This design comes from an exercise in tuning for small area on the open sky130 flow, not from production work.
At most, simulation tests tie the RTL to the original design; equivalence was not proved.
The RTL of run 1 was laid out without a check of its function.
Power and IR drop assume default switching activity.

**flow/config.mk**
```make
export PLATFORM = sky130hd
export DESIGN_NAME = reg_file_sb
export DESIGN_NICKNAME = reg_file_sb
export VERILOG_FILES = /design/flow/design.v
export SDC_FILE = /design/flow/constraint.sdc
export NUM_CORES = 4
export LEC_CHECK = 0
export CAP_MARGIN = 5
export CORE_MARGIN = 2
export CORE_UTILIZATION = 50
export SLEW_MARGIN = 5
export SYNTH_HIERARCHICAL = 1
```
**flow/constraint.sdc**
```tcl
create_clock -name core_clock -period 6.0 [get_ports {clk}]
set_input_delay 1.2000 -clock core_clock [delete_from_list [all_inputs] [get_ports {clk}]]
set_output_delay 1.2000 -clock core_clock [all_outputs]
set_load 0.01 [all_outputs]
```
**flow/design.v**
```verilog
package rf_pkg;
  localparam int XLEN_DEF  = 32;
  localparam int NREGS_DEF = 32;
  localparam int AW_DEF    = $clog2(NREGS_DEF);
  typedef logic [AW_DEF-1:0]   reg_addr_t;
  typedef logic [XLEN_DEF-1:0] xword_t;
  localparam reg_addr_t REG_ZERO = '0;
endpackage
module rf_read_port
#(
  parameter int XLEN  = rf_pkg::XLEN_DEF,
  parameter int NREGS = rf_pkg::NREGS_DEF,
  parameter int AW    = $clog2(NREGS)
) (
  input  logic [NREGS*XLEN-1:0] rf_i,
  input  logic [NREGS-1:0]      avail_i,
  input  logic [NREGS-1:0]      busy_i,
  input  logic                  wr_en_i,
  input  logic [AW-1:0]         wr_addr_i,
  input  logic [XLEN-1:0]       wr_data_i,
  input  logic [AW-1:0]         rs_addr_i,
  output logic [XLEN-1:0]       rs_data_o,
  output logic                  rs_busy_o
);
  logic             is_zero;
  logic             byp;
  logic [NREGS-1:0] sel;
  assign is_zero = (rs_addr_i == AW'(rf_pkg::REG_ZERO));
  assign byp     = wr_en_i && (wr_addr_i == rs_addr_i) && !is_zero;
  always_comb begin
    sel[0] = byp;
    for (int r = 1; r < NREGS; r++) begin
      sel[r] = (rs_addr_i == AW'(r)) && avail_i[r];
    end
  end
  for (genvar b = 0; b < XLEN; b++) begin : g_bit
    logic [NREGS-1:0] col;
    assign col[0] = wr_data_i[b];
    for (genvar r = 1; r < NREGS; r++) begin : g_col
      assign col[r] = rf_i[r*XLEN + b];
    end
    rf_sel32 u_sel (.s_i(sel), .d_i(col), .y_o(rs_data_o[b]));
  end
  always_comb begin
    rs_busy_o = busy_i[rs_addr_i] & ~byp & ~is_zero;
  end
endmodule
module rf_sel32 (
  input  logic [31:0] s_i,
  input  logic [31:0] d_i,
  output logic        y_o
);
  logic [9:0] g_n;
  logic [2:0] p;
  logic       q;
  for (genvar g = 0; g < 10; g++) begin : g_aoi
    rf_aoi222 u_aoi (
      .a0(s_i[3*g]),   .b0(d_i[3*g]),
      .a1(s_i[3*g+1]), .b1(d_i[3*g+1]),
      .a2(s_i[3*g+2]), .b2(d_i[3*g+2]),
      .y (g_n[g])
    );
  end
  rf_nand4 u_n0 (.a(g_n[0]), .b(g_n[1]), .c(g_n[2]), .d(g_n[3]), .y(p[0]));
  rf_nand4 u_n1 (.a(g_n[4]), .b(g_n[5]), .c(g_n[6]), .d(g_n[7]), .y(p[1]));
  rf_nand2 u_n2 (.a(g_n[8]), .b(g_n[9]),                         .y(p[2]));
  rf_or3   u_o  (.a(p[0]),   .b(p[1]),   .c(p[2]),               .y(q));
  rf_ao221 u_ao (
    .a0(s_i[30]), .b0(d_i[30]),
    .a1(s_i[31]), .b1(d_i[31]),
    .c (q),
    .y (y_o)
  );
endmodule
module rf_aoi222 (
  input  logic a0, b0, a1, b1, a2, b2,
  output logic y
);
  assign y = ~((a0 & b0) | (a1 & b1) | (a2 & b2));
endmodule
module rf_ao221 (
  input  logic a0, b0, a1, b1, c,
  output logic y
);
  assign y = (a0 & b0) | (a1 & b1) | c;
endmodule
module rf_or3 (
  input  logic a, b, c,
  output logic y
);
  assign y = a | b | c;
endmodule
module rf_nand2 (
  input  logic a, b,
  output logic y
);
  assign y = ~(a & b);
endmodule
module rf_nand4 (
  input  logic a, b, c, d,
  output logic y
);
  assign y = ~(a & b & c & d);
endmodule
module reg_file_sb
#(
  parameter int  XLEN  = rf_pkg::XLEN_DEF,
  parameter int  NREGS = rf_pkg::NREGS_DEF,
  parameter int  NRD   = 2,
  localparam int AW    = $clog2(NREGS)
) (
  input  logic                clk,
  input  logic                rst_n,
  input  logic [NRD*AW-1:0]   rs_addr,
  input  logic [NRD-1:0]      rs_used,
  output logic [NRD*XLEN-1:0] rs_data,
  output logic [NRD-1:0]      rs_busy,
  output logic                stall,
  input  logic                wr_en,
  input  logic [AW-1:0]       wr_addr,
  input  logic [XLEN-1:0]     wr_data,
  input  logic                iss_en,
  input  logic [AW-1:0]       iss_rd,
  input  logic                flush
);
  logic [XLEN-1:0]       rf_q [1:NREGS-1];
  logic [XLEN-1:0]       rf_d [1:NREGS-1];
  logic [NREGS-1:1]      we;
  logic [NREGS-1:1]      valid_q;
  logic [NREGS-1:1]      busy_q;
  logic [NREGS-1:1]      busy_d;
  logic [NREGS*XLEN-1:0] rf_flat;
  logic [NREGS-1:0]      busy_vec;
  logic [NREGS-1:0]      avail_vec;
  logic                  byp_en;
  assign byp_en = wr_en & rst_n;
  always_comb begin
    for (int r = 1; r < NREGS; r++) begin
      we[r] = wr_en && (wr_addr == AW'(r));
    end
  end
  for (genvar r = 1; r < NREGS; r++) begin : g_word
    rf_hold #(.XLEN(XLEN)) u_hold (
      .we_i  (we[r]),
      .nwe_i (~we[r]),
      .wd_i  (wr_data),
      .q_i   (rf_q[r]),
      .d_o   (rf_d[r])
    );
  end
  always_ff @(posedge clk) begin
    for (int r = 1; r < NREGS; r++) begin
      rf_q[r] <= rf_d[r];
    end
  end
  always_ff @(posedge clk or negedge rst_n) begin
    if (!rst_n) begin
      valid_q <= '0;
    end else begin
      valid_q <= valid_q | we;
    end
  end
  always_comb begin
    for (int r = 1; r < NREGS; r++) begin
      busy_d[r] = (busy_q[r] & ~we[r] & ~flush) | (iss_en && (iss_rd == AW'(r)));
    end
  end
  always_ff @(posedge clk or negedge rst_n) begin
    if (!rst_n) begin
      busy_q <= '0;
    end else begin
      busy_q <= busy_d;
    end
  end
  assign rf_flat[XLEN-1:0] = '0;
  assign busy_vec          = {busy_q, 1'b0};
  assign avail_vec         = {valid_q & ~we, 1'b0};
  for (genvar r = 1; r < NREGS; r++) begin : g_flat
    assign rf_flat[r*XLEN +: XLEN] = rf_q[r];
  end
  for (genvar i = 0; i < NRD; i++) begin : g_rd
    rf_read_port #(
      .XLEN  (XLEN),
      .NREGS (NREGS),
      .AW    (AW)
    ) u_rd (
      .rf_i      (rf_flat),
      .avail_i   (avail_vec),
      .busy_i    (busy_vec),
      .wr_en_i   (byp_en),
      .wr_addr_i (wr_addr),
      .wr_data_i (wr_data),
      .rs_addr_i (rs_addr[i*AW +: AW]),
      .rs_data_o (rs_data[i*XLEN +: XLEN]),
      .rs_busy_o (rs_busy[i])
    );
  end
  assign stall = |(rs_used & rs_busy);
endmodule
module rf_hold
#(
  parameter int XLEN = rf_pkg::XLEN_DEF
) (
  input  logic            we_i,
  input  logic            nwe_i,
  input  logic [XLEN-1:0] wd_i,
  input  logic [XLEN-1:0] q_i,
  output logic [XLEN-1:0] d_o
);
  assign d_o = (wd_i & {XLEN{we_i}}) | (q_i & {XLEN{nwe_i}});
endmodule
```
**flow/flow/run.sh**
```bash
#!/bin/bash
# The standard ORFS layout (the standard.sh, its own synthesis unchanged)
# with two settings changed:
#  - the port buffers are the smallest buffer cell, not a delay buffer;
#  - clock tree: clkbuf_8 buffers, larger sink clusters, no dummy loads.
# Each tool's log stays under orfs/logs/; make's output goes to standard.log.
set -euo pipefail
bash standard.sh \
  BUFFER_PORTS_ARGS="-buffer_cell sky130_fd_sc_hd__buf_1" \
  CTS_ARGS="-sink_clustering_enable -repair_clock_nets -dont_use_dummy_load -buf_list sky130_fd_sc_hd__clkbuf_8 -sink_clustering_size 14 -sink_clustering_max_diameter 50" \
  finish > standard.log 2>&1
```
**flow/standard.sh**
```bash
#!/bin/bash
# synth_recipe.tcl (not shown) runs the flow's synth.tcl, then flattens the netlist and writes it again
# the make line also repeats each setting of config.mk as NAME=value (left out here)
make -C /OpenROAD-flow-scripts/flow DESIGN_CONFIG=/design/flow/config.mk WORK_HOME=/design/flow/orfs CLKGATE_MAP_FILE= SYNTH_SCRIPT=/design/flow/synth_recipe.tcl "${@:-finish}"
```
==> summary.txt, run 1 <==
- The number of I/O port buffers is 125.
- The area of all placed cells without fillers is 47,390 µm².
- The average wire length per cell after detail routing is 40.30 µm.
- The number of synthesis warnings is 11.
- The H-tree generated during clock tree synthesis spans 4 levels.
- The endpoint required time on the critical path is 4800 ps.
- The combined flip-flop and latch cell area is 21,410 µm².
- Summed over all cells, the static leakage comes to 0.01931 µW.
- The share of the clock period used by the worst path is 100.5%.
- The clock net sink count is 1,054.
- The count of routing violations after the opening detailed-route iteration is 9,589.
- The total routed wirelength is 202.8 mm.
- Global routing used 43.23% of the available tracks.
- From bottom edge to top edge, the die measures 298.6 µm.
- Static timing analysis puts the maximum clock frequency at 165.8 MHz.
- The initial standard-cell utilization of the core is 50.27%.
- The setup clock skew after layout is 0 ps.
- The critical path start-end classification is in -> out.
- The number of synthesized flops with an enable pin is 0.
- The kind of cell with the highest combined delay along the critical path is simple AND/OR/NAND/NOR gates.
- The iteration count of the initial detailed-routing pass is 12.
- The floorplan has 108 rows.
- The maximum fanout count along the critical path is 32.
- After clock tree synthesis, the clock-pin slew on the worst setup and hold paths is 70 ps.
- The CTS buffer count is 131.
- Detailed routing inserted a total of 42,347 vias.
- The clock insertion delay at the later pin of the skew report is 800 ps.
- The worst path buffer plus inverter count is 4.
- Hold repair after CTS inserted 0 buffers.
- The die covers 89,190 µm².
- The post-synthesis sequential area ratio is 49.32%.
- Counting cells, the worst reg-to-reg path comes to 2.
- After layout, the minimum clock period comes to 6032 ps.
- Setup repair after global routing left no endpoint under its margin.
- The design draws 16,330 µW.
- The nature of the critical path startpoint is a primary input.
- The via count of the first global-routing pass is 41,344.
- The total core area is 86,350 µm².
- Relative to the synthesized area, the layout overhead comes to 9.166%.
- After layout, the worst setup slack is -32.26 ps.
- The run finished, with violations left.
- Leaving out fill and tap cells, the most frequent cell in the layout is sky130_fd_sc_hd__dfxtp_1.
- The share of cells above drive strength 1 is 13.63%.
- For the worst setup path, the data arrival time is 4830 ps.
- TritonCTS built the clock tree.
- The slowest stage of the critical path belongs to the cell sky130_fd_sc_hd__or4b_4.
- The congestion estimate from routability-driven global placement came to 0.9789.
- The total count of hold-check failures in the final report came to 0.
- The synthesized netlist occupies a cell area of 43,410 µm².
- The filler cells instantiated in the layout total 7,363.
- The critical register-to-register path startpoint is busy_q[7].
- After detailed routing, the number of vias per cell comes to 8.414.
- The number of antenna violations at the first check in global routing is 10.
- Yosys mapped the design onto 45 distinct sky130hd cell types.
- Setup violations remaining at the end of the flow were counted as 1.
- The reasons given for failing layout checks are negative setup slack.
- In this run the deepest clock path goes through 3 buffers.
- The instance count of the mapped netlist is 3,584.
- The half-perimeter wire length after detailed placement is 117.8 mm.
- The root buffer selected by CTS is sky130_fd_sc_hd__clkbuf_8.
- The post-route DRC violation count is 0.
- The async set-reset flop share out of synthesis is 5.882%.
- 126 I/O pins were placed.
- The critical path crosses 12 cells after its start point.
- Entering global routing, the biggest net connects 62 pins.
- The final layout net count is 3,934.
- The type of destination of the critical path is an output pin.
- The dominant register cell in the synthesized netlist is sky130_fd_sc_hd__dfxtp_1.
- Across all register-to-register paths, the minimum setup slack is 5190 ps.
- The multi-input combinational cells in the finished layout cover a total of 19,780 µm².
- For this run, the slowest stage of the critical path takes 620 ps.
- A synthesized cell averages 12.11 µm².
- Tracing the worst setup path back leads to its startpoint at wr_addr[2].
- Max-cap violations in this run came to 0.
- The max-slew violation count is 0.
- The path category of the worst min-delay check is in -> async.
- Counting flops and latches in the post-synthesis netlist gives 1,054.
- The final global-route overflow total is 0.
- Dividing total power by cell area gives a power density of 344.6 nW/µm².
- The first global-routing pass estimated 286.9 mm of wire.
- The x dimension of the die is 298.6 µm.
- In the layout the commonest cells are sky130_fd_sc_hd__dfxtp_1 (992), sky130_fd_sc_hd__a22o_1 (931), sky130_fd_sc_hd__a222oi_1 (640), sky130_fd_sc_hd__buf_4 (203), sky130_fd_sc_hd__nand4_1 (132).
- Traced cell by cell, the critical path runs through buf_2 > or4b_4 > nor2_4 > inv_2 > and2_4 > and3_1 > buf_4 > a222oi_1 > nand4_1 > or3_1 > a221o_1 > buf_1.
- The largest vdd supply drop is 0.0002328 V.
- In this run the remaining antenna-violating nets after routing total 0.
- Summing all placed instances gives a cell area of 45,460 µm².
- Headroom to the max-slew limit came out at 17.69%.
- The actual slew at the worst max-slew pin is 1232 ps.
-- power by group --
part,switching [µW],internal (µW)
Clock,2550,1940
Sequential,1120,8370
Combinational,1150,1200
Total,4820,11500
-- worst paths after layout --
path	endpoint
max in group asynchronous	busy_q[29]
min in group core_clock	valid_q[20]
setup reg to reg	busy_q[7]
hold reg to reg	valid_q[20]
setup / recovery	rs_data[43]
hold / removal	busy_q[4]
-- per-stage QoR --
| stage | utilization, % | hold slack [ps] | worst slack (ps) | std cells | TNS [ps] |
|---|---|---|---|---|---|
| 2_1_floorplan | - | 425.2 | 620.1 | 3585 | 0 |
| 3_3_place_gp | 52.65 | 440.5 | 6.370 | 4891 | 0 |
| 3_5_place_dp | 52.65 | 444.4 | 26.58 | 4891 | 0 |
| 4_1_cts | 54.74 | 143.8 | 22.19 | 5022 | 0 |
| 5_1_grt | 54.87 | 161.7 | 2.299 | 5031 | 0 |
| 6_report | 54.88 | 184.2 | -32.26 | 5033 | -32.26 |
-- cell type report --
class	count	area share, %
clock buffers	131	3.805
flip-flops and latches	1054	45.18
multi-input cells	2265	41.75
diodes	5	0.02640
repair buffers	361	5.695
inverters	62	0.4911
well taps	1155	3.050
-- registers in the layout, summed over array words and instances, names as in the netlist --
signal / count
busy_q: 31
rf_q: 992
valid_q: 31
-- per-module statistics from Yosys, one instance, submodules excluded, a selection --
module	times used	flops+latches	area [µm²]
reg_file_sb	1	1054	22710
rf_ao221	64	0	10.01
rf_aoi222	640	0	10.01
rf_nand2	64	0	3.754
rf_nand4	128	0	6.256
rf_or3	64	0	6.256
-- metal layers --
metal | share of wire (%) | global-route usage, %
met1 | 35 | 54.38
met2 | 41 | 62.08
met3 | 15 | 11.76
met4 | 9.0 | 35.26
met5 | 0.013 | 0
-- cells by family after synthesis --
logic type / count (synthesis) / synth area share [%]
XOR/XNOR: 10 / 0.2018
AND/OR/NAND/NOR: 495 / 6.664
flip-flops: 1054 / 49.32
other: 1 / 0.008639
AO/OA/AOI/OAI: 1740 / 37.25
buffers and inverters: 266 / 5.673
multiplexers: 18 / 0.8762
-- synthesized netlist by cell type, types with 5 or more instances --
library cell | n | area, µm²
sky130_fd_sc_hd__a221o_1 | 64 | 640.6
sky130_fd_sc_hd__a222oi_1 | 640 | 6406
sky130_fd_sc_hd__a22o_1 | 931 | 8154
sky130_fd_sc_hd__a22o_2 | 62 | 620.6
sky130_fd_sc_hd__and2_1 | 18 | 112.6
sky130_fd_sc_hd__and3_1 | 64 | 400.4
sky130_fd_sc_hd__buf_2 | 6 | 30.03
sky130_fd_sc_hd__buf_6 | 190 | 2140
sky130_fd_sc_hd__dfrtp_1 | 62 | 1551
sky130_fd_sc_hd__dfxtp_1 | 992 | 19860
sky130_fd_sc_hd__inv_1 | 59 | 221.5
sky130_fd_sc_hd__mux4_1 | 6 | 157.7
sky130_fd_sc_hd__mux4_2 | 8 | 180.2
sky130_fd_sc_hd__nand2_1 | 76 | 285.3
sky130_fd_sc_hd__nand2b_1 | 25 | 156.4
sky130_fd_sc_hd__nand4_1 | 132 | 825.8
sky130_fd_sc_hd__nand4b_1 | 5 | 43.79
sky130_fd_sc_hd__nor2_1 | 40 | 150.1
sky130_fd_sc_hd__nor2b_1 | 20 | 125.1
sky130_fd_sc_hd__nor3b_1 | 10 | 75.07
sky130_fd_sc_hd__o32ai_1 | 31 | 271.5
sky130_fd_sc_hd__or2_2 | 16 | 100.1
sky130_fd_sc_hd__or3_1 | 66 | 412.9
sky130_fd_sc_hd__xnor2_1 | 10 | 87.58
-- what timing repair did --
item	CTS	global route
resized for setup	0	16
endpoints found under the setup margin	0	8
buffers inserted	0	4
==> run 2, diff against run 1 <==
--- a/flow/design.v
+++ b/flow/design.v
@@ -50,9 +50,8 @@
   input  logic [31:0] d_i,
   output logic        y_o
 );
-  logic [9:0] g_n;
-  logic [2:0] p;
-  logic       q;
+  logic [11:0] g_n;
+  logic [2:0]  p;
   for (genvar g = 0; g < 10; g++) begin : g_aoi
     rf_aoi222 u_aoi (
       .a0(s_i[3*g]),   .b0(d_i[3*g]),
@@ -61,28 +60,18 @@
       .y (g_n[g])
     );
   end
-  rf_nand4 u_n0 (.a(g_n[0]), .b(g_n[1]), .c(g_n[2]), .d(g_n[3]), .y(p[0]));
-  rf_nand4 u_n1 (.a(g_n[4]), .b(g_n[5]), .c(g_n[6]), .d(g_n[7]), .y(p[1]));
-  rf_nand2 u_n2 (.a(g_n[8]), .b(g_n[9]),                         .y(p[2]));
-  rf_or3   u_o  (.a(p[0]),   .b(p[1]),   .c(p[2]),               .y(q));
-  rf_ao221 u_ao (
-    .a0(s_i[30]), .b0(d_i[30]),
-    .a1(s_i[31]), .b1(d_i[31]),
-    .c (q),
-    .y (y_o)
-  );
+  rf_nand2 u_t0 (.a(s_i[30]), .b(d_i[30]), .y(g_n[10]));
+  rf_nand2 u_t1 (.a(s_i[31]), .b(d_i[31]), .y(g_n[11]));
+  rf_nand4 u_n0 (.a(g_n[0]), .b(g_n[1]), .c(g_n[2]),  .d(g_n[3]),  .y(p[0]));
+  rf_nand4 u_n1 (.a(g_n[4]), .b(g_n[5]), .c(g_n[6]),  .d(g_n[7]),  .y(p[1]));
+  rf_nand4 u_n2 (.a(g_n[8]), .b(g_n[9]), .c(g_n[10]), .d(g_n[11]), .y(p[2]));
+  rf_or3   u_o  (.a(p[0]),   .b(p[1]),   .c(p[2]),                 .y(y_o));
 endmodule
 module rf_aoi222 (
   input  logic a0, b0, a1, b1, a2, b2,
   output logic y
 );
   assign y = ~((a0 & b0) | (a1 & b1) | (a2 & b2));
-endmodule
-module rf_ao221 (
-  input  logic a0, b0, a1, b1, c,
-  output logic y
-);
-  assign y = (a0 & b0) | (a1 & b1) | c;
 endmodule
 module rf_or3 (
   input  logic a, b, c,
==> flow/flow/run.sh (replaced) <==
#!/bin/bash
# The standard ORFS layout (the standard.sh, its own synthesis unchanged)
# with two settings changed:
#  - the port buffers are the smallest buffer cell, not a delay buffer;
#  - clock tree: clkbuf_16 buffers, larger sink clusters, no dummy loads.
# Each tool's log stays under orfs/logs/; make's output goes to standard.log.
set -euo pipefail
bash standard.sh \
  BUFFER_PORTS_ARGS="-buffer_cell sky130_fd_sc_hd__buf_1" \
  CTS_ARGS="-sink_clustering_enable -repair_clock_nets -dont_use_dummy_load -buf_list sky130_fd_sc_hd__clkbuf_16 -sink_clustering_size 28 -sink_clustering_max_diameter 100" \
  finish > standard.log 2>&1
--- a/flow/config.mk
+++ b/flow/config.mk
@@ -8,5 +8,6 @@
 export CAP_MARGIN = 5
 export CORE_MARGIN = 2
 export CORE_UTILIZATION = 50
+export SETUP_SLACK_MARGIN = 0.1
 export SLEW_MARGIN = 5
 export SYNTH_HIERARCHICAL = 1
==> summary.txt, run 2 <==
- The number of H-tree levels is 2 (-2).
- The average footprint of a synthesized cell is 11.90 µm² (-1.8%).
- The arrival time at the worst endpoint is 4590 ps (-240 ps).
- The share of synthesized area spent on multiplexers is 0.8763% (unchanged).
- Leaving out fill and tap cells, the most frequent cell in the layout is sky130_fd_sc_hd__dfxtp_1.
- The internal power consumption is 10,830 µW (-5.9%).
- The number of buffers added to fix hold violations after cts is 0 (unchanged).
- The simple-gate portion of the synthesized area came to 8.140% (+1.5 points).
- Setup repair after global routing left no endpoint under its margin.
- The post-route DRC violation count came to 0 (unchanged).
- The fraction of the mapped netlist area in adder cells came to 0% (unchanged).
- The area growth from synthesis to layout is 6.459%.
- The endpoint required time on the critical path is 4800 ps (about the same).
- The total count of hold-check failures in the final report was 0 (unchanged).
- The via count of the first global-routing pass is 40,888 (-1.1%).
- The clock net sink count is 1,054 (unchanged).
- The power spent charging and discharging nets is 4540 µW (-5.8%).
- The worst setup path is of the in -> out kind.
- The actual slew at the worst max-slew pin was 1142 ps (-89.74 ps).
- The total of fill cells in the finished design is 7,453 (+1.2%).
- The post-synthesis sequential area ratio is 49.32% (unchanged).
- The share of power burned in registers is 61.7% (+3.6 points).
- For this run, the leading register cell type out of synthesis is sky130_fd_sc_hd__dfxtp_1.
- The switching power share of the total is 29.54% (about the same).
- The synthesized cell area is 43,410 µm² (unchanged).
- The area of all placed cells without fillers came to 46,210 µm² (-2.5%).
- The instance count of the mapped netlist came to 3,648 (+1.8%).
- The path category of the worst min-delay check is reg -> reg.
- By area the synthesized netlist is led by sky130_fd_sc_hd__dfxtp_1 (46%), sky130_fd_sc_hd__a22o_1 (19%), sky130_fd_sc_hd__a222oi_1 (15%).
- The placement row count is 108 (unchanged).
- The setup TNS came to 0 ps (+32.26 ps).
- STA classifies the critical path endpoint as an output pin.
- By count the netlist is led by sky130_fd_sc_hd__dfxtp_1 (992), sky130_fd_sc_hd__a22o_1 (931), sky130_fd_sc_hd__a222oi_1 (640).
- On the critical path, the stage with the largest delay is an instance of sky130_fd_sc_hd__buf_1.
- The clock insertion delay at the later pin of the skew report was 630 ps (-170 ps).
- The most area-hungry cell type in the Yosys netlist is sky130_fd_sc_hd__dfxtp_1.
- The most numerous cell type found on the critical path is sky130_fd_sc_hd__buf_1.
- The total core area is 86,350 µm² (unchanged).
- The CTS buffer count was 44 (-66%).
- The number of synthesis warnings is 11 (unchanged).
- The distinct cell type count after synthesis is 44 (-2.2%).
- After synthesis, the largest family of logic cells by area is compound AO/OA/AOI/OAI gates.
- The power density over the cells is 332.6 nW/µm² (-3.5%).
- The final layout net count is 3,865 (-1.8%).
- The number of synthesized flops with an enable pin is 0 (unchanged).
- TritonCTS built the clock tree.
- The via total after detailed routing is 42,632 (+0.67%).
- The library cells used most frequently in the layout, excluding fill and tap cells, are sky130_fd_sc_hd__dfxtp_1 (992), sky130_fd_sc_hd__a22o_1 (931), sky130_fd_sc_hd__a222oi_1 (640), sky130_fd_sc_hd__nand4_1 (196), sky130_fd_sc_hd__buf_4 (165).
- The number of antenna violations at the first check in global routing was 13 (+3).
- The wire length of the first global-routing pass was 295.6 mm (+3.0%).
- The total routed wirelength is 213.7 mm (+5.4%).
- The async set-reset flop share out of synthesis is 5.882% (unchanged).
- The final global-route overflow total is 0 (unchanged).
- The I/O pin count was 126 (unchanged).
- The xor and xnor area share after synthesis is 0.2018% (unchanged).
- The nature of the critical path startpoint is a primary input.
- The max-slew violation count is 0 (unchanged).
- The maximum clock frequency was 172.8 MHz (+4.3%).
- The signal on the critical path passes through buf_1 > and3b_1 > and3_1 > buf_12 > a222oi_1 > nand4_1 > or3_1 > buf_1.
- The overall die area is 89,190 µm² (unchanged).
- The largest registers in the layout are rf_q (992), busy_q (31), valid_q (31).
- The number of setup violations in the final report was 0 (-1).
- The average wire length per cell after detail routing is 43.06 µm (+6.9%).
- The delay of the slowest cell on the worst path is 580 ps (-40 ps).
- The average vias per placed instance is 8.590 (+2.1%).
- The cell with the most instances after synthesis is sky130_fd_sc_hd__dfxtp_1.
- The overall fraction of global-route tracks in use is 45.20% (+2.0 points).
- The iteration count of the initial detailed-routing pass was 15 (+3).
- The register with the most flip-flops is rf_q.
- The max-capacitance violation count is 0 (unchanged).
- The setup clock skew after layout is 0 ps (unchanged).
- The portion of total power attributed to the clock network is 23.5% (-4.0 points).
- The worst-case clock buffer depth is 3 (unchanged).
- The share of cells above drive strength 1 is 10.28% (-3.4 points).
- The maximum fanout count along the critical path came to 27 (-16%).
- The share of the clock period used by the worst path is 96.43% (-4.1 points).
- The placer congestion estimate is 1.009 (+3.1%).
- The post-synthesis compound-gate area fraction is 35.78% (-1.5 points).
- The number of I/O port buffers was 125 (unchanged).
- The post-CTS setup-driven buffer insertion count came to 0 (unchanged).
- The number of gates resized after CTS is 0 (unchanged).
- The y dimension of the die is 298.6 µm (unchanged).
- The count of routing violations after the opening detailed-route iteration was 10,378 (+8.2%).
- The worst path buffer plus inverter count is 3 (-1).
- The x dimension of the die is 298.6 µm (unchanged).
- The initial standard-cell utilization of the core came to 50.27% (unchanged).
- The half-perimeter wire length after detailed placement came to 121.7 mm (+3.2%).
- The clock transition at the register clock pins on the worst setup and hold paths after CTS is 90 ps (+20 ps).
- The minimum clock period is 5786 ps (-246.2 ps).
- The number of flip-flops under the largest register name came to 992 (unchanged).
- The headroom to the max-slew limit is 23.61% (+5.9 points).
- The largest vdd supply drop is 0.0002725 V (+17%).
- The area fraction of the dominant cell type after synthesis is 45.75% (unchanged).
- The instance area after placement came to 45,100 µm² (-0.79%).
- The total of flip-flops plus latches after synthesis was 1,054 (unchanged).
- The fraction of power consumed by combinational cells is 14.8% (+0.4 points).
- The largest net degree at the start of global routing came to 63 (+1.6%).
- The cell class contributing the biggest share of worst-path delay is simple AND/OR/NAND/NOR gates.
- The number of nets with antenna violations after detailed routing is 0 (unchanged).
- The leakage power summed over all cells is 0.01841 µW (-4.7%).
- The run finished with no timing, DRC or antenna violations.
- The root buffer selected by CTS is sky130_fd_sc_hd__clkbuf_16.
[run 2: changes by cell type in the layout (fill, tap and decap cells not counted), sizes merged]
cell | previous run | this run
clkbuf | 158 | 68
a221o | 64 | 0
nand2 | 76 | 140
nand4 | 132 | 196
buf | 334 | 291
clkinv | 2 | 0
inv | 60 | 62
diode | 5 | 4
[run 2: modules after synthesis (local to each module, per instance), excerpt]
module	cells	times used
rf_nand4	1	192
rf_or3	1	64
rf_nand2	1	128
reg_file_sb	1280	1
rf_aoi222	1	640
[run 2: power groups by stage]
| stage | Sequential [µW] | Clock, µW | Combinational, µW |
|---|---|---|---|
| 6_report | 9490 | 3610 | 2270 |
| 3_5_place_dp | 9550 | 0 | 2160 |
| 2_1_floorplan | 9240 | 0 | 1450 |
| 3_3_place_gp | 9470 | 0 | 2080 |
| 5_1_grt | 9610 | 3810 | 2350 |
| 4_1_cts | 9420 | 3590 | 2170 |
[run 2: worst paths after layout]
| check | slack, ps | start | endpoint | cells after the start |
|---|---|---|---|---|
| min | 470 | valid_q[4] | valid_q[4] | 1 |
| min reg2reg | 470 | valid_q[4] | valid_q[4] | 1 |
| max | 210 | rs_addr[2] | rs_data[22] | 8 |
| min in group asynchronous | 790 | rst_n | valid_q[6] | 2 |
| max reg2reg | 5160 | busy_q[13] | busy_q[13] | 2 |
| max in group asynchronous | 4570 | rst_n | valid_q[27] | 2 |
[run 2: through the flow]
step / utilization (%) / total power (µW) / setup slack [ps] / std cells / hold slack [ps]
floorplan: - / 10690 / 713.7 / 3649 / 425.2
global placement: 52.23 / 11550 / 533.0 / 4915 / 441.1
detailed placement: 52.23 / 11720 / 489.4 / 4915 / 444.0
CTS: 53.51 / 15180 / 470.7 / 4959 / 470.8
global route: 53.51 / 15770 / 266.6 / 4959 / 481.1
finish: 53.52 / 15370 / 214.0 / 4963 / 470.8
[run 2: final cells by class]
cell class	instances	area [µm²]	area share, %
Inverter	62	232.7	0.5036
Timing Repair Buffer	315	2238	4.844
Antenna cell	4	10.01	0.02166
Tap cell	1155	1445	3.127
Multi-Input combinational cell	2329	19770	42.79
Clock buffer	44	1101	2.383
Sequential cell	1054	21410	46.33
[run 2: cell families (layout without fill, tap and decap cells)]
kind of cell,after synthesis,count (layout)
xor gates and xnor gates,10,10
DFF,1054,1054
buffers and inverters,266,421
other,1,6
AOI/OAI and AO/OA,1676,1676
muxes,18,18
and+or+nand+nor,623,623
[run 2: routing by layer]
layer / wire (µm) / vias up / global-route usage [%]
met5: 80 / - / 0
met4: 18760 / 12 / 33.58
met3: 33610 / 1124 / 15.99
met2: 87850 / 4369 / 65.22
met1: 73400 / 20775 / 55.49
li1: - / 16352 / -
[run 2: worst register-to-register path, cell delays in order, from the launching register on]
cell and delay [ps]:
sky130_fd_sc_hd__dfrtp_1 390, sky130_fd_sc_hd__inv_1 60, sky130_fd_sc_hd__o32ai_1 290
==> run 3, diff against run 2 <==
--- a/flow/config.mk
+++ b/flow/config.mk
@@ -8,6 +8,5 @@
 export CAP_MARGIN = 5
 export CORE_MARGIN = 2
 export CORE_UTILIZATION = 50
-export SETUP_SLACK_MARGIN = 0.1
 export SLEW_MARGIN = 5
 export SYNTH_HIERARCHICAL = 1
==> summary.txt, run 3 <==
- The flow ran to the end and the layout has no timing, DRC or antenna violations.
- The total core area is 86,350 µm² (unchanged).
- Setup repair after global routing left no endpoint under its margin.
- The dominant cell type by count on the critical path is sky130_fd_sc_hd__buf_1.
- The via total after detailed routing is 42,632 (unchanged).
- The placement row count is 108 (unchanged).
- The post-route DRC violation count came to 0 (unchanged).
- The number of nets with antenna violations after detailed routing was 0 (unchanged).
- The headroom to the max-slew limit was 23.61% (unchanged).
- The number of synthesis warnings was 11 (unchanged).
- The leakage power summed over all cells is 0.01841 µW (unchanged).
- The path category of the worst min-delay check is reg -> reg.
- The overall die area is 89,190 µm² (unchanged).
- The critical path is of the in -> out type.
- The average vias per placed instance was 8.590 (unchanged).
- The slowest stage of the critical path belongs to the cell sky130_fd_sc_hd__buf_1.
- The total of fill cells in the finished design came to 7,453 (unchanged).
- The maximum fanout count along the critical path is 27 (unchanged).
- The register with the most flip-flops is rf_q.
- The nature of the critical path startpoint is a primary input.
- The synthesis-to-finish area growth came to 6.459% (unchanged).
- The largest vdd supply drop is 0.0002725 V (unchanged).
- The instance count of the mapped netlist is 3,648 (unchanged).
- The I/O pin count is 126 (unchanged).
- The average footprint of a synthesized cell is 11.90 µm² (unchanged).
- The total routed wirelength came to 213.7 mm (unchanged).
- The endpoint required time on the critical path came to 4800 ps (about the same).
- The cell sitting at the root of the clock tree is a sky130_fd_sc_hd__clkbuf_16.
- The number of I/O port buffers is 125 (unchanged).
- The worst-case clock buffer depth came to 3 (unchanged).
- The overall fraction of global-route tracks in use was 45.20% (unchanged).
- The number of synthesized flops with an enable pin is 0 (unchanged).
- The average wire length per cell after detail routing is 43.06 µm (unchanged).
- The portion of total power attributed to the clock network is 23.5% (about the same).
- The clock net sink count is 1,054 (unchanged).
- The switching power share of the total came to 29.54% (unchanged).
- The via count of the first global-routing pass is 40,888 (unchanged).
- The number of buffers added to fix hold violations after cts is 0 (unchanged).
- The share of power burned in registers is 61.7% (about the same).
- The synthesized cell area is 43,410 µm² (unchanged).
- The number of gates resized after CTS came to 0 (unchanged).
- The total count of hold-check failures in the final report is 0 (unchanged).
- The delay of the slowest cell on the worst path came to 580 ps (about the same).
- The final layout net count is 3,865 (unchanged).
- Yosys attributes the largest share of cell area to sky130_fd_sc_hd__dfxtp_1 (46%), sky130_fd_sc_hd__a22o_1 (19%), sky130_fd_sc_hd__a222oi_1 (15%).
- The number of flip-flops under the largest register name is 992 (unchanged).
- The CTS buffer count is 44 (unchanged).
- The cell class contributing the biggest share of worst-path delay is simple AND/OR/NAND/NOR gates.
- Leaving out fill and tap cells, the most frequent cell in the layout is sky130_fd_sc_hd__dfxtp_1.
- The post-route worst hold slack is 470.8 ps (unchanged).
- The placer congestion estimate is 1.009 (unchanged).
- The largest net degree at the start of global routing is 63 (unchanged).
- The fraction of the core area covered by cells at the end of the flow is 53.52% (unchanged).
- The share of the clock period used by the worst path is 96.43% (unchanged).
- The dominant register cell in the synthesized netlist is sky130_fd_sc_hd__dfxtp_1.
- The internal power consumption was 10,830 µW (unchanged).
- The half-perimeter wire length after detailed placement was 121.7 mm (unchanged).
- The distinct cell type count after synthesis is 44 (unchanged).
- The arrival time at the worst endpoint is 4590 ps (about the same).
- The setup TNS came to 0 ps (unchanged).
- The instance area after placement is 45,100 µm² (unchanged).
- The y dimension of the die is 298.6 µm (unchanged).
- The clock insertion delay at the later pin of the skew report is 630 ps (about the same).
- The minimum clock period is 5786 ps (unchanged).
- The number of H-tree levels is 2 (unchanged).
- The actual slew at the worst max-slew pin is 1142 ps (unchanged).
- The clock transition at the register clock pins on the worst setup and hold paths after CTS was 90 ps (about the same).
- By count the netlist is led by sky130_fd_sc_hd__dfxtp_1 (992), sky130_fd_sc_hd__a22o_1 (931), sky130_fd_sc_hd__a222oi_1 (640).
- The final global-route overflow total is 0 (unchanged).
- The initial standard-cell utilization of the core is 50.27% (unchanged).
- The worst path buffer plus inverter count came to 3 (unchanged).
- The x dimension of the die was 298.6 µm (unchanged).
- The max-capacitance violation count is 0 (unchanged).
- The count of routing violations after the opening detailed-route iteration is 10,378 (unchanged).
- The power density over the cells is 332.6 nW/µm² (unchanged).
- The post-synthesis sequential area ratio is 49.32% (unchanged).
- The setup clock skew after layout is 0 ps (unchanged).
- The area fraction of the dominant cell type after synthesis is 45.75% (unchanged).
- The number of antenna violations at the first check in global routing is 13 (unchanged).
- The type of destination of the critical path is an output pin.
- The area of all placed cells without fillers is 46,210 µm² (unchanged).
- The async set-reset flop share out of synthesis was 5.882% (unchanged).
- The number of setup violations in the final report came to 0 (unchanged).
- The post-CTS setup-driven buffer insertion count is 0 (unchanged).
- The maximum clock frequency is 172.8 MHz (unchanged).
- The largest registers in the layout are rf_q (992), busy_q (31), valid_q (31).
- The signal on the critical path passes through buf_1 > and3b_1 > and3_1 > buf_12 > a222oi_1 > nand4_1 > or3_1 > buf_1.
- The iteration count of the initial detailed-routing pass is 15 (unchanged).
- The wire length of the first global-routing pass came to 295.6 mm (unchanged).
- The most area-hungry cell type in the Yosys netlist is sky130_fd_sc_hd__dfxtp_1.
- The overall power is 15,370 µW (unchanged).
- The power spent charging and discharging nets is 4540 µW (unchanged).
- The clock tree from TritonCTS is yes.
- The fraction of power consumed by combinational cells is 14.8% (about the same).
- The total of flip-flops plus latches after synthesis is 1,054 (unchanged).
- The share of cells above drive strength 1 is 10.28% (unchanged).
- The max-slew violation count is 0 (unchanged).
- The top cell types in the final layout, fill and taps aside, are sky130_fd_sc_hd__dfxtp_1 (992), sky130_fd_sc_hd__a22o_1 (931), sky130_fd_sc_hd__a222oi_1 (640), sky130_fd_sc_hd__nand4_1 (196), sky130_fd_sc_hd__buf_4 (165).
- The cell with the most instances after synthesis is sky130_fd_sc_hd__dfxtp_1.
==> run 3: path summary, 6_finish.rpt <==
path | startpoint | cells past startpoint | to | slack (ps)
setup / recovery | rs_addr[2] | 8 | rs_data[22] | 210
hold / removal | valid_q[4] | 1 | valid_q[4] | 470
setup reg to reg | busy_q[13] | 2 | busy_q[13] | 5160
hold reg to reg | valid_q[4] | 1 | valid_q[4] | 470
max in group asynchronous | rst_n | 2 | valid_q[27] | 4570
min in group asynchronous | rst_n | 2 | valid_q[6] | 790
==> run 3: Yosys stat by module, one instance, submodules excluded, excerpt <==
| module | copies in the design | cells inside |
|---|---|---|
| rf_aoi222 | 640 | 1 |
| rf_nand2 | 128 | 1 |
| reg_file_sb | 1 | 1280 |
| rf_nand4 | 192 | 1 |
| rf_or3 | 64 | 1 |
==> run 3: cell type report <==
class / count / area (µm²) / share of cell area [%]
repair buffers: 315 / 2238 / 4.844
well taps: 1155 / 1445 / 3.127
flip-flops and latches: 1054 / 21410 / 46.33
inverters: 62 / 232.7 / 0.5036
multi-input cells: 2329 / 19770 / 42.79
diodes: 4 / 10.01 / 0.02166
clock buffers: 44 / 1101 / 2.383
==> run 3: routing by layer <==
metal | GRT usage, % | vias up | share of wire (%)
met2 | 65.22 | 4369 | 41
li1 | - | 16352 | -
met1 | 55.49 | 20775 | 34
met4 | 33.58 | 12 | 8.8
met3 | 15.99 | 1124 | 16
met5 | 0 | - | 0.037
==> run 3: logic make-up after synthesis <==
group	synth area share (%)
buf+inv	5.673
compound gates	35.78
other cells	0.008639
simple gates	8.140
mux	0.8762
xor+xnor	0.2018
flops	49.32
==> run 3: power groups by stage <==
stage / combinational (µW) / clock (µW) / sequential (µW)
floorplan: 1450 / 0 / 9240
CTS: 2170 / 3590 / 9420
detailed placement: 2160 / 0 / 9550
global placement: 2080 / 0 / 9470
finish: 2270 / 3610 / 9490
global route: 2350 / 3810 / 9610
==> run 3: per-stage QoR <==
step,cells,worst slack (ps)
floorplan,3649,713.7
global placement,4915,533.0
detailed placement,4915,489.4
CTS,4959,470.7
global route,4959,266.6
finish,4963,214.0
==> run 4, diff against run 3 <==
--- a/flow/config.mk
+++ b/flow/config.mk
@@ -5,8 +5,9 @@
 export SDC_FILE = /design/flow/constraint.sdc
 export NUM_CORES = 4
 export LEC_CHECK = 0
-export CAP_MARGIN = 5
+export CAP_MARGIN = 0
 export CORE_MARGIN = 2
 export CORE_UTILIZATION = 50
-export SLEW_MARGIN = 5
+export PLACE_DENSITY = 0.72
+export SLEW_MARGIN = 0
 export SYNTH_HIERARCHICAL = 1
==> summary.txt, run 4 <==
- The total of flip-flops plus latches after synthesis came to 1,054 (unchanged).
- The share of synthesized area spent on multiplexers was 0.8763% (unchanged).
- The CTS buffer count is 43 (-2.3%).
- The average wire length per cell after detail routing was 35.58 µm (-17%).
- The instance count of the mapped netlist was 3,648 (unchanged).
- The post-CTS setup-driven buffer insertion count is 0 (unchanged).
- The largest vdd supply drop is 0.0002546 V (-6.6%).
- The initial standard-cell utilization of the core is 50.27% (unchanged).
- The number of H-tree levels is 2 (unchanged).
- The clock tree from TritonCTS is yes.
- The total count of hold-check failures in the final report is 0 (unchanged).
- The number of setup violations in the final report was 0 (unchanged).
- The area fraction of the dominant cell type after synthesis is 45.75% (unchanged).
- The worst-case clock buffer depth is 3 (unchanged).
- The multi-input combinational cell area came to 19,810 µm² (+0.17%).
- The simple-gate portion of the synthesized area is 8.140% (unchanged).
- The number of nets with antenna violations after detailed routing is 0 (unchanged).
- The setup slack of the most critical reg-to-reg path is 5150 ps (about the same).
- The overall fraction of global-route tracks in use is 37.18% (-8.0 points).
- The number of synthesis warnings is 11 (unchanged).
- The combined flip-flop and latch cell area came to 21,410 µm² (unchanged).
- The total of fill cells in the finished design is 7,520 (+0.90%).
- The post-route worst hold slack is 468.0 ps (-2.805 ps).
- The share of the clock period used by the worst path is 95.50% (-0.93 points).
- The setup clock skew after layout is 0 ps (unchanged).
- The average footprint of a synthesized cell is 11.90 µm² (unchanged).
- The number of placed instances, taps included was 4,898 (-0.35%).
- The worst setup path is launched from a primary input.
- The synthesized cell area was 43,410 µm² (unchanged).
- The post-synthesis sequential area ratio is 49.32% (unchanged).
- The number of synthesized flops with an enable pin is 0 (unchanged).
- The final layout net count is 3,847 (-0.47%).
- The via total after detailed routing is 40,694 (-4.5%).
- The async set-reset flop share out of synthesis was 5.882% (unchanged).
- The final global-route overflow total came to 0 (unchanged).
- The total routed wirelength was 175.9 mm (-18%).
- The setup TNS is 0 ps (unchanged).
- The register with the most flip-flops is rf_q.
- The count of routing violations after the opening detailed-route iteration is 9,340 (-10%).
- The largest registers in the layout are rf_q (992), busy_q (31), valid_q (31).
- The via count of the first global-routing pass came to 38,070 (-6.9%).
- The max-slew violation count is 15 (+15).
- The dominant register cell in the synthesized netlist is sky130_fd_sc_hd__dfxtp_1.
- The endpoint required time on the critical path is 4800 ps (about the same).
- The root buffer selected by CTS is sky130_fd_sc_hd__clkbuf_16.
- The maximum clock frequency is 174.5 MHz (+0.97%).
- The headroom to the max-slew limit was -4.565% (-28 points).
- The type of destination of the critical path is an output pin.
- The distinct cell type count after synthesis is 44 (unchanged).
- By area the synthesized netlist is led by sky130_fd_sc_hd__dfxtp_1 (46%), sky130_fd_sc_hd__a22o_1 (19%), sky130_fd_sc_hd__a222oi_1 (15%).
- The number of I/O port buffers is 125 (unchanged).
- The maximum fanout count along the critical path is 21 (-22%).
- The actual slew at the worst max-slew pin is 1568 ps (+426.2 ps).
- By startpoint and endpoint, the worst setup path is classified as in -> out.
- The clock transition at the register clock pins on the worst setup and hold paths after CTS was 90 ps (about the same).
- The fraction of the core area covered by cells at the end of the flow is 53.15% (-0.37 points).
- The number of buffers added to fix hold violations after cts is 0 (unchanged).
- The total core area is 86,350 µm² (unchanged).
- The flow ran to the end, but the layout failed its checks.
- The worst path setup slack after routing came to 269.8 ps (+55.82 ps).
- The cell with the most instances after synthesis is sky130_fd_sc_hd__dfxtp_1.
- The post-synthesis compound-gate area fraction came to 35.78% (unchanged).
- The x dimension of the die is 298.6 µm (unchanged).
- In the layout the commonest cells are sky130_fd_sc_hd__dfxtp_1 (992), sky130_fd_sc_hd__a22o_1 (931), sky130_fd_sc_hd__a222oi_1 (640), sky130_fd_sc_hd__nand4_1 (196), sky130_fd_sc_hd__buf_4 (162).
- The leakage power summed over all cells is 0.01820 µW (-1.1%).
- The placement row count is 108 (unchanged).
- The leading cell type in the layout, fill and taps excluded is sky130_fd_sc_hd__dfxtp_1.
- The arrival time at the worst endpoint was 4530 ps (-60 ps).
- The share of cells above drive strength 1 is 10.09% (-0.19 points).
- The placer congestion estimate is 0.9657 (-4.3%).
- The iteration count of the initial detailed-routing pass is 15 (unchanged).
- The synthesis-to-finish area growth is 5.725%.
- The clock net sink count is 1,054 (unchanged).
- In the synthesized netlist, the cells that appear most often are sky130_fd_sc_hd__dfxtp_1 (992), sky130_fd_sc_hd__a22o_1 (931), sky130_fd_sc_hd__a222oi_1 (640).
- The overall die area was 89,190 µm² (unchanged).
- The xor and xnor area share after synthesis is 0.2018% (unchanged).
- The largest net degree at the start of global routing was 63 (unchanged).
- The number of flip-flops under the largest register name is 992 (unchanged).
- The wire length of the first global-routing pass came to 254.0 mm (-14%).
- The number of gates resized after CTS was 0 (unchanged).
- The reasons given for failing layout checks are max-capacitance violations, max-slew violations.
- The post-route DRC violation count is 0 (unchanged).
- The most area-hungry cell type in the Yosys netlist is sky130_fd_sc_hd__dfxtp_1.
- The power density over the cells is 328.7 nW/µm² (-1.2%).
- The number of antenna violations at the first check in global routing came to 7 (-6).
- The minimum clock period came to 5730 ps (-55.82 ps).
- In this run the worst hold path is classified as reg -> reg.
- The y dimension of the die is 298.6 µm (unchanged).
- By area, the combinational part of the netlist is dominated by compound AO/OA/AOI/OAI gates.
- The non-filler instance count after layout is 4,942 (-0.42%).
- The I/O pin count is 126 (unchanged).
- The clock insertion delay at the later pin of the skew report is 610 ps (-20 ps).
- Setup repair after global routing left no endpoint under its margin.
- The half-perimeter wire length after detailed placement is 107.0 mm (-12%).
- The max-capacitance violation count is 1 (+1).
- The fraction of the mapped netlist area in adder cells is 0% (unchanged).
- The average vias per placed instance was 8.234 (-4.1%).
- The worst setup slack before clock tree synthesis is 407.5 ps (-81.86 ps).
-- run 4: logic make-up (layout without fill, tap and decap cells) --
group | count (synthesis) | after routing
XOR/XNOR | 10 | 10
flip-flops | 1054 | 1054
AO/OA/AOI/OAI | 1676 | 1676
multiplexers | 18 | 18
AND/OR/NAND/NOR | 623 | 623
other | 1 | 3
buffers and inverters | 266 | 403
-- run 4: critical path: stages --
cell and delay (ps):
sky130_fd_sc_hd__buf_1 200, sky130_fd_sc_hd__or4b_4 650, sky130_fd_sc_hd__nor2_4 120, sky130_fd_sc_hd__inv_2 40, sky130_fd_sc_hd__and2_4 140, sky130_fd_sc_hd__and3_1 520, sky130_fd_sc_hd__a222oi_1 540, sky130_fd_sc_hd__nand4_1 400
sky130_fd_sc_hd__or3_1 530, sky130_fd_sc_hd__buf_1 160
-- run 4: power by group --
group          switching (µW)  total, µW  internal, µW
clock network            2200       3500          1300
registers                1080       9450          8360
logic                    1010       2140          1130
-- run 4: final cells by class --
class / count / share of cell area [%]
sequential: 1054 / 46.65
multi-input combinational: 2329 / 43.16
timing repair buffer: 298 / 4.180
tap: 1155 / 3.149
clock buffer: 43 / 2.345
inverter: 62 / 0.5071
antenna: 1 / 0.005453
-- run 4: worst paths after layout --
check	startpoint	to	depth (start not counted)
hold reg to reg	valid_q[16]	valid_q[16]	1
max in group asynchronous	rst_n	valid_q[13]	2
min in group asynchronous	rst_n	valid_q[10]	2
setup reg to reg	busy_q[31]	busy_q[31]	2
hold / removal	valid_q[16]	valid_q[16]	1
setup / recovery	wr_addr[2]	rs_data[20]	10
-- run 4: metal layers --
| layer | GRT usage [%] | vias to the layer above | wire, µm |
|---|---|---|---|
| met5 | 0 | - | 13 |
| met4 | 23.76 | 2 | 13140 |
| met3 | 9.771 | 769 | 27150 |
| met2 | 53.68 | 3975 | 72630 |
| met1 | 49.32 | 19616 | 62920 |
| li1 | - | 16332 | - |
-- run 4: stage by stage --
| step | instance area (µm²) | power, µW |
|---|---|---|
| after floorplan | 43410 | 10690 |
| after global placement | 44810 | 11480 |
| after detailed placement | 44810 | 11580 |
| after CTS | 45890 | 14920 |
| after global routing | 45890 | 15550 |
| final | 45890 | 15080 |
-- run 4: Yosys stat by module (local to each module, per instance), a selection --
| module | flops+latches | cells | area [µm²] | times used |
|---|---|---|---|---|
| rf_aoi222 | 0 | 1 | 10.01 | 640 |
| rf_nand2 | 0 | 1 | 3.754 | 128 |
| rf_nand4 | 0 | 1 | 6.256 | 192 |
| reg_file_sb | 1054 | 1280 | 22710 | 1 |
| rf_or3 | 0 | 1 | 6.256 | 64 |
==> run 5, diff against run 4 <==
--- a/flow/config.mk
+++ b/flow/config.mk
@@ -5,9 +5,10 @@
 export SDC_FILE = /design/flow/constraint.sdc
 export NUM_CORES = 4
 export LEC_CHECK = 0
-export CAP_MARGIN = 0
+export CAP_MARGIN = 10
 export CORE_MARGIN = 2
 export CORE_UTILIZATION = 50
 export PLACE_DENSITY = 0.72
-export SLEW_MARGIN = 0
+export SETUP_SLACK_MARGIN = 0.1
+export SLEW_MARGIN = 10
 export SYNTH_HIERARCHICAL = 1
==> summary.txt, run 5 <==
- Sorting the synthesized cells by area gives the leading types as sky130_fd_sc_hd__dfxtp_1 (46%), sky130_fd_sc_hd__a22o_1 (19%), sky130_fd_sc_hd__a222oi_1 (15%).
- The largest vdd supply drop is 0.0002584 V (+1.5%).
- The number of synthesized flops with an enable pin is 0 (unchanged).
- The clock tree from TritonCTS is yes.
- The root buffer cell chosen for the clock tree is sky130_fd_sc_hd__clkbuf_16.
- The initial standard-cell utilization of the core was 50.27% (unchanged).
- The distinct cell type count after synthesis came to 44 (unchanged).
- In the synthesized netlist, the cells that appear most often are sky130_fd_sc_hd__dfxtp_1 (992), sky130_fd_sc_hd__a22o_1 (931), sky130_fd_sc_hd__a222oi_1 (640).
- The leading cell type in the layout, fill and taps excluded is sky130_fd_sc_hd__dfxtp_1.
- Setup repair after global routing left no endpoint under its margin.
- The headroom to the max-slew limit is 15.27% (+20 points).
- The actual slew at the worst max-slew pin was 1271 ps (-297.5 ps).
- The share of cells above drive strength 1 is 10.12% (+0.026 points).
- The overall power is 15,090 µW (about the same).
- The number of flip-flops under the largest register name was 992 (unchanged).
- The largest net degree at the start of global routing came to 63 (unchanged).
- The number of setup violations in the final report is 0 (unchanged).
- The worst path buffer plus inverter count is 3 (unchanged).
- The synthesis-to-finish area growth is 5.733% (about the same).
- The number of buffers added to fix hold violations after cts is 0 (unchanged).
- The clock transition at the register clock pins on the worst setup and hold paths after CTS was 90 ps (about the same).
- The number of H-tree levels was 2 (unchanged).
- The largest registers in the layout are rf_q (992), busy_q (31), valid_q (31).
- The maximum clock frequency came to 168.9 MHz (-3.2%).
- The dominant register cell in the synthesized netlist is sky130_fd_sc_hd__dfxtp_1.
- The max-slew violation count is 0 (-15).
- The leakage power summed over all cells came to 0.01820 µW (about the same).
- The setup TNS is 0 ps (unchanged).
- The power density over the cells came to 328.8 nW/µm² (about the same).
- The total routed wirelength came to 176.0 mm (+0.11%).
- The endpoint required time on the critical path is 4800 ps (about the same).
- The worst-case clock buffer depth is 3 (unchanged).
- The maximum fanout count along the critical path is 21 (unchanged).
- The half-perimeter wire length after detailed placement is 107.0 mm (unchanged).
- The largest individual stage delay along the critical path comes from the cell sky130_fd_sc_hd__or4b_4.
- The number of nets with antenna violations after detailed routing came to 0 (unchanged).
- STA classifies the critical path endpoint as an output pin.
- The x dimension of the die is 298.6 µm (unchanged).
- The via count of the first global-routing pass is 38,070 (unchanged).
- In the post-synthesis netlist, the cell with the most instances is sky130_fd_sc_hd__dfxtp_1.
- The overall die area is 89,190 µm² (unchanged).
- The number of antenna violations at the first check in global routing is 7 (unchanged).
- The CTS buffer count is 43 (unchanged).
- The number of placed instances, taps included is 4,898 (unchanged).
- The total of fill cells in the finished design is 7,521 (+0.013%).
- The wire length of the first global-routing pass is 254.0 mm (unchanged).
- The tightest min-delay check is of the reg -> reg type.
- The final layout net count was 3,847 (unchanged).
- Of all cell types, the one taking the most synthesized area is sky130_fd_sc_hd__dfxtp_1.
- The final global-route overflow total came to 0 (unchanged).
- The arrival time at the worst endpoint is 4720 ps (+190 ps).
- The clock insertion delay at the later pin of the skew report is 610 ps (about the same).
- The minimum clock period came to 5922 ps (+191.5 ps).
- The post-route DRC violation count is 0 (unchanged).
- The most numerous cell type found on the critical path is sky130_fd_sc_hd__buf_1.
- The post-CTS setup-driven buffer insertion count came to 0 (unchanged).
- The overall fraction of global-route tracks in use is 37.18% (unchanged).
- The non-filler instance count after layout is 4,943 (+0.020%).
- The instance count of the mapped netlist is 3,648 (unchanged).
- The clock net sink count is 1,054 (unchanged).
- The y dimension of the die is 298.6 µm (unchanged).
- The async set-reset flop share out of synthesis is 5.882% (unchanged).
- The post-route worst hold slack was 467.0 ps (-0.9200 ps).
- The max-capacitance violation count is 0 (-1).
- The total of flip-flops plus latches after synthesis is 1,054 (unchanged).
- The area fraction of the dominant cell type after synthesis came to 45.75% (unchanged).
- The count of routing violations after the opening detailed-route iteration is 9,420 (+0.86%).
- The average wire length per cell after detail routing is 35.62 µm (about the same).
- The synthesized cell area was 43,410 µm² (unchanged).
- The via total after detailed routing is 40,672 (-0.054%).
- The critical path start-end classification is in -> out.
- The run finished with no timing, DRC or antenna violations.
- The average vias per placed instance was 8.228 (about the same).
- The I/O pin count is 126 (unchanged).
- Traced cell by cell, the critical path runs through buf_1 > or4b_4 > nor2_4 > inv_2 > and2_4 > and3_1 > a222oi_1 > nand4_1 > or3_1 > buf_1.
- The placement row count is 108 (unchanged).
- The fraction of the core area covered by cells at the end of the flow is 53.15% (about the same).
- The top cell types in the final layout, fill and taps aside, are sky130_fd_sc_hd__dfxtp_1 (992), sky130_fd_sc_hd__a22o_1 (931), sky130_fd_sc_hd__a222oi_1 (640), sky130_fd_sc_hd__nand4_1 (196), sky130_fd_sc_hd__buf_4 (162).
- The number of synthesis warnings is 11 (unchanged).
- The average footprint of a synthesized cell is 11.90 µm² (unchanged).
- The total core area is 86,350 µm² (unchanged).
- The number of gates resized after CTS is 0 (unchanged).
- The total count of hold-check failures in the final report came to 0 (unchanged).
- The iteration count of the initial detailed-routing pass was 12 (-3).
- The share of the clock period used by the worst path is 98.69% (+3.2 points).
- Broken down by cell family, the worst path's largest delay share belongs to simple AND/OR/NAND/NOR gates.
- The delay of the slowest cell on the worst path is 660 ps (about the same).
- The placer congestion estimate is 0.9657 (unchanged).
- The register with the most flip-flops in the final layout is rf_q.
- The post-synthesis sequential area ratio is 49.32% (unchanged).
- The number of I/O port buffers is 125 (unchanged).
- The setup clock skew after layout is 0 ps (unchanged).
- The worst setup path is launched from a primary input.
[run 5: modules after synthesis (local to each module, per instance), excerpt]
module | times used | flops+latches | cells inside
reg_file_sb | 1 | 1054 | 1280
rf_aoi222 | 640 | 0 | 1
rf_nand2 | 128 | 0 | 1
rf_or3 | 64 | 0 | 1
rf_nand4 | 192 | 0 | 1
[run 5: layer usage]
layer  global-route usage (%)  up-vias  share of wire [%]
met5                        0        -             0.0074
met1                    49.32    19605                 36
met4                    23.76        2                7.5
met3                    9.771      795                 16
li1                         -    16319                  -
met2                    53.68     3951                 41
[run 5: final cells by class]
cell class                      count  area, µm²  share of cell area [%]
Sequential cell                  1054      21410                   46.65
Multi-Input combinational cell   2329      19810                   43.16
Tap cell                         1155       1445                   3.149
Inverter                           62      232.7                  0.5071
Clock buffer                       43       1076                   2.344
Timing Repair Buffer              298       1918                   4.179
Antenna cell                        2      5.005                 0.01090
[run 5: worst paths after layout]
path / cells past startpoint / slack, ps / from / endpoint
worst max-delay path: 10 / 80 / wr_addr[2] / rs_data[23]
worst min-delay path: 1 / 470 / valid_q[16] / valid_q[16]
worst max register to register: 2 / 5160 / busy_q[31] / busy_q[31]
worst min register to register: 1 / 470 / valid_q[16] / valid_q[16]
max in group asynchronous: 2 / 4560 / rst_n / valid_q[21]
min in group asynchronous: 2 / 820 / rst_n / busy_q[7]
[run 5: metrics by stage]
stage | area [µm²] | setup WS, ps
after CTS | 45890 | 401.5
after detailed placement | 44810 | 407.5
final | 45900 | 78.32
after floorplan | 43410 | 713.7
after global placement | 44810 | 438.8
after global routing | 45890 | 158.8
[run 5: power by group]
group | total, µW | switching [µW] | leakage [µW] | internal [µW]
logic | 2140 | 1010 | 0.00863 | 1130
clock network | 3500 | 2200 | 0.000530 | 1300
registers | 9450 | 1090 | 0.00904 | 8360
total | 15100 | 4300 | 0.0182 | 10800
[run 5: cell families after synthesis]
family	Yosys count	synth area share (%)
buffers and inverters	266	5.673
XOR/XNOR	10	0.2018
multiplexers	18	0.8762
flip-flops	1054	49.32
AND/OR/NAND/NOR	623	8.140
other	1	0.008639
AO/OA/AOI/OAI	1676	35.78
==> run 6, diff against run 5 <==
--- a/flow/design.v
+++ b/flow/design.v
@@ -196,5 +196,13 @@
   input  logic [XLEN-1:0] q_i,
   output logic [XLEN-1:0] d_o
 );
-  assign d_o = (wd_i & {XLEN{we_i}}) | (q_i & {XLEN{nwe_i}});
-endmodule
+  for (genvar b = 0; b < XLEN; b++) begin : g_bit
+    rf_ao22 u_ao (.a0(we_i), .b0(wd_i[b]), .a1(nwe_i), .b1(q_i[b]), .y(d_o[b]));
+  end
+endmodule
+module rf_ao22 (
+  input  logic a0, b0, a1, b1,
+  output logic y
+);
+  assign y = (a0 & b0) | (a1 & b1);
+endmodule
--- a/flow/config.mk
+++ b/flow/config.mk
@@ -9,6 +9,5 @@
 export CORE_MARGIN = 2
 export CORE_UTILIZATION = 50
 export PLACE_DENSITY = 0.72
-export SETUP_SLACK_MARGIN = 0.1
 export SLEW_MARGIN = 10
 export SYNTH_HIERARCHICAL = 1
==> summary.txt, run 6 <==
- The most area-hungry cell type in the Yosys netlist is sky130_fd_sc_hd__dfxtp_1.
- The largest net degree at the start of global routing is 63 (unchanged).
- The clock net sink count was 1,054 (unchanged).
- Yosys instantiated no cell more often than sky130_fd_sc_hd__a22o_1.
- The setup slack of the most critical reg-to-reg path was 5130 ps (-30 ps).
- STA classifies the critical path endpoint as an output pin.
- The total count of hold-check failures in the final report is 0 (unchanged).
- The leakage power summed over all cells is 0.01814 µW (-0.34%).
- The worst setup path is launched from a primary input.
- The number of H-tree levels is 2 (unchanged).
- The final layout net count is 3,840 (-0.18%).
- The distinct cell type count after synthesis is 43 (-2.3%).
- The multi-input combinational cell area was 19,730 µm² (-0.40%).
- The number of I/O port buffers is 125 (unchanged).
- The x dimension of the die is 291.2 µm (-2.5%).
- The post-CTS setup-driven buffer insertion count is 0 (unchanged).
- The number of antenna violations at the first check in global routing is 16 (+9).
- The clock transition at the register clock pins on the worst setup and hold paths after CTS was 90 ps (about the same).
- The area growth from synthesis to layout is 10.58%.
- The headroom to the max-slew limit is 11.05% (-4.2 points).
- The non-filler instance count after layout is 4,859 (-1.7%).
- The initial standard-cell utilization of the core is 50.38% (+0.11 points).
- The beginning of the worst hold path is valid_q[21].
- The instance count of the mapped netlist is 3,462 (-5.1%).
- The total routed wirelength is 191.8 mm (+9.0%).
- The instance area after placement came to 44,500 µm² (-0.71%).
- The depth of the most critical reg-to-reg path was 2 (unchanged).
- The y dimension of the die is 291.2 µm (-2.5%).
- The average footprint of a synthesized cell was 11.91 µm² (about the same).
- In the post-synthesis netlist, the biggest area contributors are sky130_fd_sc_hd__dfxtp_1 (48%), sky130_fd_sc_hd__a22o_1 (21%), sky130_fd_sc_hd__a222oi_1 (16%).
- The worst hold path terminates at valid_q[21].
- The maximum fanout count along the critical path is 18 (-14%).
- The endpoint required time on the critical path is 4800 ps (about the same).
- The async set-reset flop share out of synthesis is 5.882% (unchanged).
- The total core area was 81,850 µm² (-5.2%).
- The largest registers in the layout are rf_q (992), busy_q (31), valid_q (31).
- The combined flip-flop and latch cell area is 21,410 µm² (unchanged).
- The number of setup violations in the final report came to 1 (+1).
- The largest vdd supply drop is 0.0002449 V (-5.2%).
- The number of flip-flops under the largest register name is 992 (unchanged).
- The clock tree from TritonCTS is yes.
- The run finished, with violations left.
- The total of fill cells in the finished design came to 7,083 (-5.8%).
- The average wire length per cell after detail routing was 39.48 µm (+11%).
- The setup clock skew after layout is 0 ps (unchanged).
- The share of the clock period used by the worst path is 100.3% (+1.6 points).
- The final global-route overflow total is 0 (unchanged).
- The overall die area is 84,790 µm² (-4.9%).
- The count of routing violations after the opening detailed-route iteration is 10,572 (+12%).
- The actual slew at the worst max-slew pin is 1334 ps (+63.33 ps).
- The iteration count of the initial detailed-routing pass came to 17 (+5).
- The minimum clock period is 6016 ps (+94.07 ps).
- Setup repair after global routing left no endpoint under its margin.
- The placer congestion estimate was 0.9143 (-5.3%).
- The layout checks failed on negative setup slack.
- The maximum clock frequency is 166.2 MHz (-1.6%).
- The post-synthesis sequential area ratio came to 51.92% (+2.6 points).
- The total of flip-flops plus latches after synthesis came to 1,054 (unchanged).
- The number of placed instances, taps included was 4,806 (-1.9%).
- The register with the most flip-flops is rf_q.
- The top cell types in the final layout, fill and taps aside, are sky130_fd_sc_hd__a22o_1 (993), sky130_fd_sc_hd__dfxtp_1 (992), sky130_fd_sc_hd__a222oi_1 (640), sky130_fd_sc_hd__nand4_1 (196), sky130_fd_sc_hd__buf_4 (162).
- The number of buffers added to fix hold violations after cts is 0 (unchanged).
- The share of cells above drive strength 1 came to 8.388% (-1.7 points).
- The number of gates resized after CTS came to 0 (unchanged).
- After synthesis, the most frequently instantiated cells are sky130_fd_sc_hd__a22o_1 (993), sky130_fd_sc_hd__dfxtp_1 (992), sky130_fd_sc_hd__a222oi_1 (640).
- The most critical setup path has its startpoint at rs_addr[2].
- The number of synthesized flops with an enable pin is 0 (unchanged).
- The synthesized cell area came to 41,240 µm² (-5.0%).
- The arrival time at the worst endpoint is 4820 ps (+100 ps).
- The overall fraction of global-route tracks in use was 42.78% (+5.6 points).
- The leading cell type in the layout, fill and taps excluded is sky130_fd_sc_hd__a22o_1.
- The post-route DRC violation count is 0 (unchanged).
- The area fraction of the dominant cell type after synthesis is 48.16% (+2.4 points).
- The average vias per placed instance is 8.569 (+4.1%).
- The placement row count is 105 (-2.8%).
- The CTS buffer count is 43 (unchanged).
- The wire length of the first global-routing pass is 269.6 mm (+6.1%).
- The worst path setup slack after routing is -15.75 ps (-94.07 ps).
- The via count of the first global-routing pass is 38,759 (+1.8%).
- The clock insertion delay at the later pin of the skew report is 610 ps (about the same).
- The critical register-to-register path startpoint is busy_q[28].
- The min-delay analysis places its worst path in the category reg -> reg.
- The most used flip-flop cell after synthesis is sky130_fd_sc_hd__dfxtp_1.
- The half-perimeter wire length after detailed placement came to 107.2 mm (+0.22%).
- The critical path start-end classification is in -> out.
- The worst hold path depth was 1 (unchanged).
- The number of synthesis warnings was 11 (unchanged).
- The max-capacitance violation count was 0 (unchanged).
- The root buffer selected by CTS is sky130_fd_sc_hd__clkbuf_16.
- The area of all placed cells without fillers is 45,600 µm² (-0.65%).
- The endpoint identified for the worst register-to-register timing path is busy_q[28].
- The worst-case clock buffer depth is 3 (unchanged).
- The via total after detailed routing is 41,637 (+2.4%).
- The number of nets with antenna violations after detailed routing was 0 (unchanged).
- The max-slew violation count is 0 (unchanged).
- The I/O pin count was 126 (unchanged).
- The power density over the cells is 331.2 nW/µm² (+0.73%).
-- run 6: cells by family (layout without fill, tap and decap cells) --
kind of cell / count (synthesis) / in the layout / synth area share, %
DFF: 1054 / 1054 / 51.92
xor gates and xnor gates: 10 / 10 / 0.2124
buffers and inverters: 80 / 396 / 0.8920
AOI/OAI and AO/OA: 1676 / 1676 / 37.47
and+or+nand+nor: 623 / 623 / 8.569
muxes: 18 / 18 / 0.9224
other: 1 / 12 / 0.009094
-- run 6: final cells by class --
class | count | share of cell area, %
flip-flops and latches | 1054 | 46.96
well taps | 1070 | 2.936
clock buffers | 43 | 2.360
multi-input cells | 2329 | 43.27
repair buffers | 291 | 3.916
inverters | 62 | 0.5104
diodes | 10 | 0.05488
-- run 6: Yosys stat by module (local to each module, per instance), a selection --
| module | cells | flip-flops and latches | times used | area (µm²) |
|---|---|---|---|---|
| reg_file_sb | 1280 | 1054 | 1 | 22710 |
| rf_aoi222 | 1 | 0 | 640 | 10.01 |
| rf_ao22 | 1 | 0 | 992 | 8.758 |
| rf_nand4 | 1 | 0 | 192 | 6.256 |
| rf_or3 | 1 | 0 | 64 | 6.256 |
| rf_nand2 | 1 | 0 | 128 | 3.754 |
-- run 6: report_power, final --
group / internal, µW / switching, µW / total, µW / leakage (µW)
sequential: 8360 / 1070 / 9430 / 0.00904
combinational: 1120 / 1050 / 2160 / 0.00857
clock: 1300 / 2210 / 3510 / 0.000530
-- run 6: worst max-delay path by stage --
stage	end	slack (ps)	cells after the start
global route	rs_data[30]	40	10
CTS	rs_data[23]	370	10
detailed placement	rs_data[23]	380	10
finish	rs_data[23]	-20	10
global placement	rs_data[23]	400	10
floorplan	rs_data[0]	170	9
-- run 6: per-layer routing --
layer | routed length, µm | GRT usage (%) | share of wire, % | vias to the layer above
met1 | 66440 | 54.97 | 35 | 19819
met3 | 35520 | 18.93 | 19 | 994
met4 | 16120 | 29.17 | 8.4 | 14
met2 | 73630 | 57.08 | 38 | 4483
li1 | - | - | - | 16327
met5 | 121 | 0.2836 | 0.063 | -
-- run 6: through the flow --
step | setup WS, ps | setup TNS (ps) | hold WS, ps | total power, µW | util, %
final | -15.75 | -15.75 | 465.1 | 15100 | 55.71
after global routing | 44.27 | 0 | 473.2 | 15540 | 55.68
after CTS | 365.8 | 0 | 467.9 | 14930 | 55.68
after detailed placement | 378.3 | 0 | 444.9 | 11580 | 54.37
after global placement | 395.7 | 0 | 440.6 | 11470 | 54.37
after floorplan | 173.9 | 0 | 425.2 | 10650 | -
-- run 6: critical path, stage by stage --
cell                       delay [ps]
sky130_fd_sc_hd__buf_1            500
sky130_fd_sc_hd__buf_4            260
sky130_fd_sc_hd__xnor2_1          120
sky130_fd_sc_hd__nand2_1          140
sky130_fd_sc_hd__a211oi_4        1070
sky130_fd_sc_hd__buf_4            530
sky130_fd_sc_hd__a222oi_1         180
sky130_fd_sc_hd__nand4_1          360
sky130_fd_sc_hd__or3_1            210
sky130_fd_sc_hd__buf_1            220

Check on run 6: ideal ports give -0.016 ns setup slack; a clkbuf_16 on the clock port and buf_2 on the inputs give -0.041 ns; moving port delays by the midpoint clock arrival (0.705 ns) as well gives -0.041 ns.
